Source: an optimization exercise on an open RTL-to-GDS flow (aim: small area, a short achievable clock period and few clock cycles). Production flows keep margins and buffers that such runs may drop.
Only simulation tests tie the RTL to the original design; equivalence was not proved.
The clock input has no modelled driver; a real chip could not lean on it and would need a root buffer or a full tree.
Power figures rest on the tool's default switching activity, not on a simulated workload.

Setup of build 23:
## mem_loop_top
module mem_loop_top
#(
  parameter int DATA_WIDTH  = 32,
  parameter int BURST_LEN   = 4,
  parameter int ADDR_WIDTH  = 6,
  parameter int FIFO_DEPTH  = 16,
  parameter int READ_LAT    = 2,
  parameter int INIT_CYCLES = 32
) (
  input  logic                  clk0_tb,
  input  logic                  locked,
  input  logic                  in_valid,
  input  logic [DATA_WIDTH-1:0] in_data,
  output logic                  in_ready,
  output logic                  out_valid,
  output logic [DATA_WIDTH-1:0] out_data,
  input  logic                  out_ready,
  output logic                  init_done
);
  localparam int NS    = 8;                   
  localparam int GROUP = 8;                   
  localparam int PW    = $clog2(GROUP);
  localparam int REVS  = INIT_CYCLES / GROUP;
  localparam int RW    = $clog2(REVS);
  localparam int AW    = $clog2(NS + 1);
  logic [DATA_WIDTH-1:0] slot [0:NS-1];
  logic [NS-1:0]         v;          
  logic [PW-1:0]         in_pos;     
  logic [RW-1:0]         rev;        
  logic [AW-1:0]         avail;      
  logic                  init_nxt;
  logic                  in_take;
  logic                  group_in;   
  ...
Size: ~410 cells after synthesis, ~71 I/O pins, ~9700 um^2 of cells after synthesis.
Settings: LEC_CHECK=0, ABC_CLOCK_PERIOD_IN_PS=2500, CAP_MARGIN=20, CORE_MARGIN=2, CORE_UTILIZATION=50, PLACE_DENSITY=0.6, SLEW_MARGIN=20, SYNTH_MEMORY_MAX_BITS=16384; clock period 8.0 ns.
standard.sh (not shown) runs the stock make flow with config.mk's settings and CLKGATE_MAP_FILE= SYNTH_SCRIPT=/design/flow/synth_recipe.tcl, a recipe that flattens the netlist after the stock synthesis.
==> flow/flow/run.sh <==
#!/bin/bash
set -euo pipefail
cd "$(dirname "$0")/.."
export SETUP_SLACK_MARGIN=5.4
export SKIP_GATE_CLONING=1
export BUFFER_PORTS_ARGS="-buffer_cell sky130_fd_sc_hd__buf_2"
export CTS_ARGS="-sink_clustering_enable -sink_clustering_size 30 -sink_clustering_max_diameter 120 -repair_clock_nets -dont_use_dummy_load"
export POST_GLOBAL_PLACE_TCL="$PWD/flow/inbuf.tcl"
export POST_CTS_TCL="$PWD/flow/bypass_root.tcl"
bash standard.sh > standard.log 2>&1
==> flow/flow/bypass_root.tcl <==
proc bypass_clock_root {} {
  set block [ord::get_db_block]
  set port_net [$block findNet clk0_tb]
  set loads [$port_net getITerms]
  if {[llength $loads] != 1} { puts "BYPASS: port feeds [llength $loads] pins, skipped"; return }
  set root [[lindex $loads 0] getInst]
  set out_net ""
  foreach it [$root getITerms] {
    if {[$it isOutputSignal]} { set out_net [$it getNet] }
  }
  set sinks {}
  foreach it [$out_net getITerms] { if {[$it getInst] != $root} { lappend sinks $it } }
  if {[llength $sinks] > 4} { puts "BYPASS: root feeds [llength $sinks] pins, skipped"; return }
  foreach it $sinks { $it disconnect; $it connect $port_net }
  puts "BYPASS: removed [$root getName], port now feeds [llength $sinks] pins"
  odb::dbInst_destroy $root
  odb::dbNet_destroy $out_net
}

bypass_clock_root
estimate_parasitics -placement
==> flow/flow/inbuf.tcl <==
# in_data port buffers as buf_1: each drives only the 8 buffer entries.
proc shrink_input_buffers {} {
  set db [ord::get_db]
  set block [ord::get_db_block]
  set m [$db findMaster sky130_fd_sc_hd__buf_1]
  set n 0
  foreach bt [$block getBTerms] {
    if {[$bt getIoType] ne "INPUT"} { continue }
    set net [$bt getNet]
    if {$net eq "NULL" || ![string match "in_data*" [$bt getName]]} { continue }
    foreach it [$net getITerms] {
      set inst [$it getInst]
      if {[[$inst getMaster] getName] eq "sky130_fd_sc_hd__buf_2"} {
        $inst swapMaster $m
        incr n
      }
    }
  }
  puts "shrink_input_buffers: $n input buffers now buf_1"
}
shrink_input_buffers
Testbench counts of build 23, summed over its fixed seeds: cycles 7,339.
--- input diff build 23..build 91 ---
--- a/flow/flow/run.sh
+++ b/flow/flow/run.sh
@@ -2,6 +2,5 @@
 set -euo pipefail
 cd "$(dirname "$0")/.."
-export SETUP_SLACK_MARGIN=5.4
-export SKIP_GATE_CLONING=1
+export SETUP_SLACK_MARGIN=5.35
 export BUFFER_PORTS_ARGS="-buffer_cell sky130_fd_sc_hd__buf_2"
 export CTS_ARGS="-sink_clustering_enable -sink_clustering_size 30 -sink_clustering_max_diameter 120 -repair_clock_nets -dont_use_dummy_load"
==> comparison <==
Status | build 23 and build 91 | clean
Relative to build 23, the shortest period the worst path allows of build 91 is higher by 0.055 ns.
On sequential share of layout area: between build 23 and build 91, it ends up higher for build 91.
Diff build 23..build 91 | final hold slack | negligible
[build 91 vs build 23] fmax: lower in build 91
--- input diff build 91..build 16 ---
# build 91
export LEC_CHECK = 0
export ABC_CLOCK_PERIOD_IN_PS = 2500
export CAP_MARGIN = 20
export CORE_MARGIN = 2
export CORE_UTILIZATION = 50
export PLACE_DENSITY = 0.6
export SLEW_MARGIN = 20
export SYNTH_MEMORY_MAX_BITS = 16384
create_clock -name core_clock -period 8.0 [get_ports {clk0_tb}]
# build 16
export LEC_CHECK = 0
export ABC_CLOCK_PERIOD_IN_PS = 2500
export CAP_MARGIN = 20
export CORE_MARGIN = 2
export CORE_UTILIZATION = 55
export PLACE_DENSITY = 0.65
export SLEW_MARGIN = 20
export SYNTH_MEMORY_MAX_BITS = 16384
create_clock -name core_clock -period 8.0 [get_ports {clk0_tb}]
--- a/flow/flow/run.sh
+++ b/flow/flow/run.sh
@@ -2,5 +2,5 @@
 set -euo pipefail
 cd "$(dirname "$0")/.."
-export SETUP_SLACK_MARGIN=5.35
+export SETUP_SLACK_MARGIN=5.65
 export BUFFER_PORTS_ARGS="-buffer_cell sky130_fd_sc_hd__buf_2"
 export CTS_ARGS="-sink_clustering_enable -sink_clustering_size 30 -sink_clustering_max_diameter 120 -repair_clock_nets -dont_use_dummy_load"
==> comparison <==
Build 16 completed; timing, DRC and antenna clean
Count of clock-buffer cells in the layout across build 16 and build 91: no real change.
Delta (build 16 minus build 91): share of cell area taken by muxes after synthesis held, minimum clock period went up 0.073 ns, combinational share of power went up 7.4 points, setup slack went down 0.073 ns.
Looking at highest achievable clock rate, build 16 sits below build 91.
## Diff of input files: build 55 against build 16
--- a/flow/flow/run.sh
+++ b/flow/flow/run.sh
@@ -2,5 +2,5 @@
 set -euo pipefail
 cd "$(dirname "$0")/.."
-export SETUP_SLACK_MARGIN=5.65
+export SETUP_SLACK_MARGIN=5.4
 export BUFFER_PORTS_ARGS="-buffer_cell sky130_fd_sc_hd__buf_2"
 export CTS_ARGS="-sink_clustering_enable -sink_clustering_size 30 -sink_clustering_max_diameter 120 -repair_clock_nets -dont_use_dummy_load"
Build 55 ends up with lower via count than build 16 does.
Lower sum of buffers and inverters on the critical path among build 16 and build 55: build 55
Minimum clock period after layout, build 16 and build 55, lower one = build 55.
From build 55 to build 16, largest net degree at the start of global routing did not move at all.
Total power, build 55 vs build 16: down by a little under 10%

mem_loop_top again, from the RTL that the note above started with.
==> flow/config.mk <==
export PLATFORM = sky130hd
export DESIGN_NAME = mem_loop_top
export DESIGN_NICKNAME = mem_loop_top
export VERILOG_FILES = /design/flow/design.v
export SDC_FILE = /design/flow/constraint.sdc
export NUM_CORES = 4
export LEC_CHECK = 0
export ABC_CLOCK_PERIOD_IN_PS = 2500
export CAP_MARGIN = 20
export CORE_MARGIN = 2
export CORE_UTILIZATION = 45
export PLACE_DENSITY = 0.55
export SLEW_MARGIN = 20
export SYNTH_MEMORY_MAX_BITS = 16384
==> flow/constraint.sdc <==
create_clock -name core_clock -period 8.0 [get_ports {clk0_tb}]
set_input_delay 1.6000 -clock core_clock [delete_from_list [all_inputs] [get_ports {clk0_tb}]]
set_output_delay 1.6000 -clock core_clock [all_outputs]
set_load 0.01 [all_outputs]
==> flow/flow/run.sh <==
#!/bin/bash
set -euo pipefail
cd "$(dirname "$0")/.."
export SETUP_SLACK_MARGIN=5.5
export BUFFER_PORTS_ARGS="-buffer_cell sky130_fd_sc_hd__buf_2"
export CTS_ARGS="-sink_clustering_enable -sink_clustering_size 30 -sink_clustering_max_diameter 120 -repair_clock_nets -dont_use_dummy_load"
export POST_GLOBAL_PLACE_TCL="$PWD/flow/inbuf.tcl"
export POST_CTS_TCL="$PWD/flow/bypass_root.tcl"
bash standard.sh > standard.log 2>&1
Scripts as last shown in full above: flow/flow/bypass_root.tcl, flow/flow/inbuf.tcl
Testbench counts at the start, summed over its fixed seeds: cycles 7,339.
==> next run, changes <==
--- a/flow/flow/run.sh
+++ b/flow/flow/run.sh
@@ -2,5 +2,6 @@
 set -euo pipefail
 cd "$(dirname "$0")/.."
-export SETUP_SLACK_MARGIN=5.5
+export SETUP_SLACK_MARGIN=5.4
+export SETUP_MOVE_SEQUENCE="unbuffer,sizeup,swap,clone"
 export BUFFER_PORTS_ARGS="-buffer_cell sky130_fd_sc_hd__buf_2"
 export CTS_ARGS="-sink_clustering_enable -sink_clustering_size 30 -sink_clustering_max_diameter 120 -repair_clock_nets -dont_use_dummy_load"
Settings changed: CORE_UTILIZATION 45 to 55, PLACE_DENSITY 0.55 to 0.65.
Outcome:
- The new run completed with no timing, DRC or antenna violations
- final cell count is lower by 7.8%
- total power goes down by 1.1%
- area after synthesis does not change
- register-to-register slack degrades by 0.03 ns
- sequential share of layout area rises by 1.3 points
- fmax went down by 2.4%
- final area fell by 1.6%
- count of clock-buffer cells in the layout does not change
- via count climbs by 0.92%
==> next run, changes <==
==> flow/flow/run.sh (replaced) <==
#!/bin/bash
set -euo pipefail
cd "$(dirname "$0")/.."
export SETUP_SLACK_MARGIN=5.5
export BUFFER_PORTS_ARGS="-buffer_cell sky130_fd_sc_hd__buf_2"
export CTS_ARGS="-sink_clustering_enable -sink_clustering_size 30 -sink_clustering_max_diameter 120 -repair_clock_nets -dont_use_dummy_load"
export POST_GLOBAL_PLACE_TCL="$PWD/flow/inbuf.tcl"
export POST_CTS_TCL="$PWD/flow/bypass_root.tcl"
bash standard.sh > standard.log 2>&1
Global-route usage rose by 0.33 points.
Die area is unchanged.
Worst setup slack improves by 0.10 ns.
Sequential share of layout area fell by 0.92 points.
Register-to-register slack improves by 0.09 ns.
Synthesized area does not change.
Maximum frequency rose by 3.9%.
Clock skew fell by 0.0050 ns.
Cell area rose by about 1.1%.
Worst hold slack degrades by 0.0095 ns.
Core utilization rose by 0.71 points.

[re-timing with driven ports]
In the flow no input, the clock included, has a driving cell. The finished layouts below were timed again as built, in two steps.
Step 1 assumes that a clkbuf_16 drives the clock port and a buf_2 every other input.
Step 2, shift: input delay + t, output delay - t, t = (earliest + latest rising clock arrival at the registers) / 2. This alone moves slack from input paths to output paths.
Three values: no drivers, after step 1, after step 2; two values: the first two.
| run | t, ns | slack for setup (ns) | worst setup path after step 2 | worst data-port slew with drivers (ns) | cell pins on the clock port's net |
|---|---|---|---|---|---|
| build 23 | 0.381 | 5.400 / 5.435 / 5.054 | input to register | 0.04 | 2 |
| build 91 | 0.381 | 5.345 / 5.344 / 5.000 | input to register | 0.04 | 2 |
| build 16 | 0.376 | 5.272 / 5.289 / 4.914 | input to register | 0.05 | 2 |
| build 55 | 0.371 | 5.448 / 5.464 / 5.099 | input to register | 0.04 | 2 |
| the first run of note 2 | 0.377 | 5.411 / 5.427 / 5.050 | input to register | 0.05 | 2 |
| the second run of note 2 | 0.370 | 5.349 / 5.363 / 4.993 | input to register | 0.05 | 2 |
| the third run of note 2 | 0.376 | 5.449 / 5.437 / 5.091 | input to register | 0.05 | 2 |
After both steps every run listed still meets setup and hold. For the first run of note 2, which loses most, drivers alone change the setup slack by +0.016 ns; drivers and shift together by -0.361 ns.
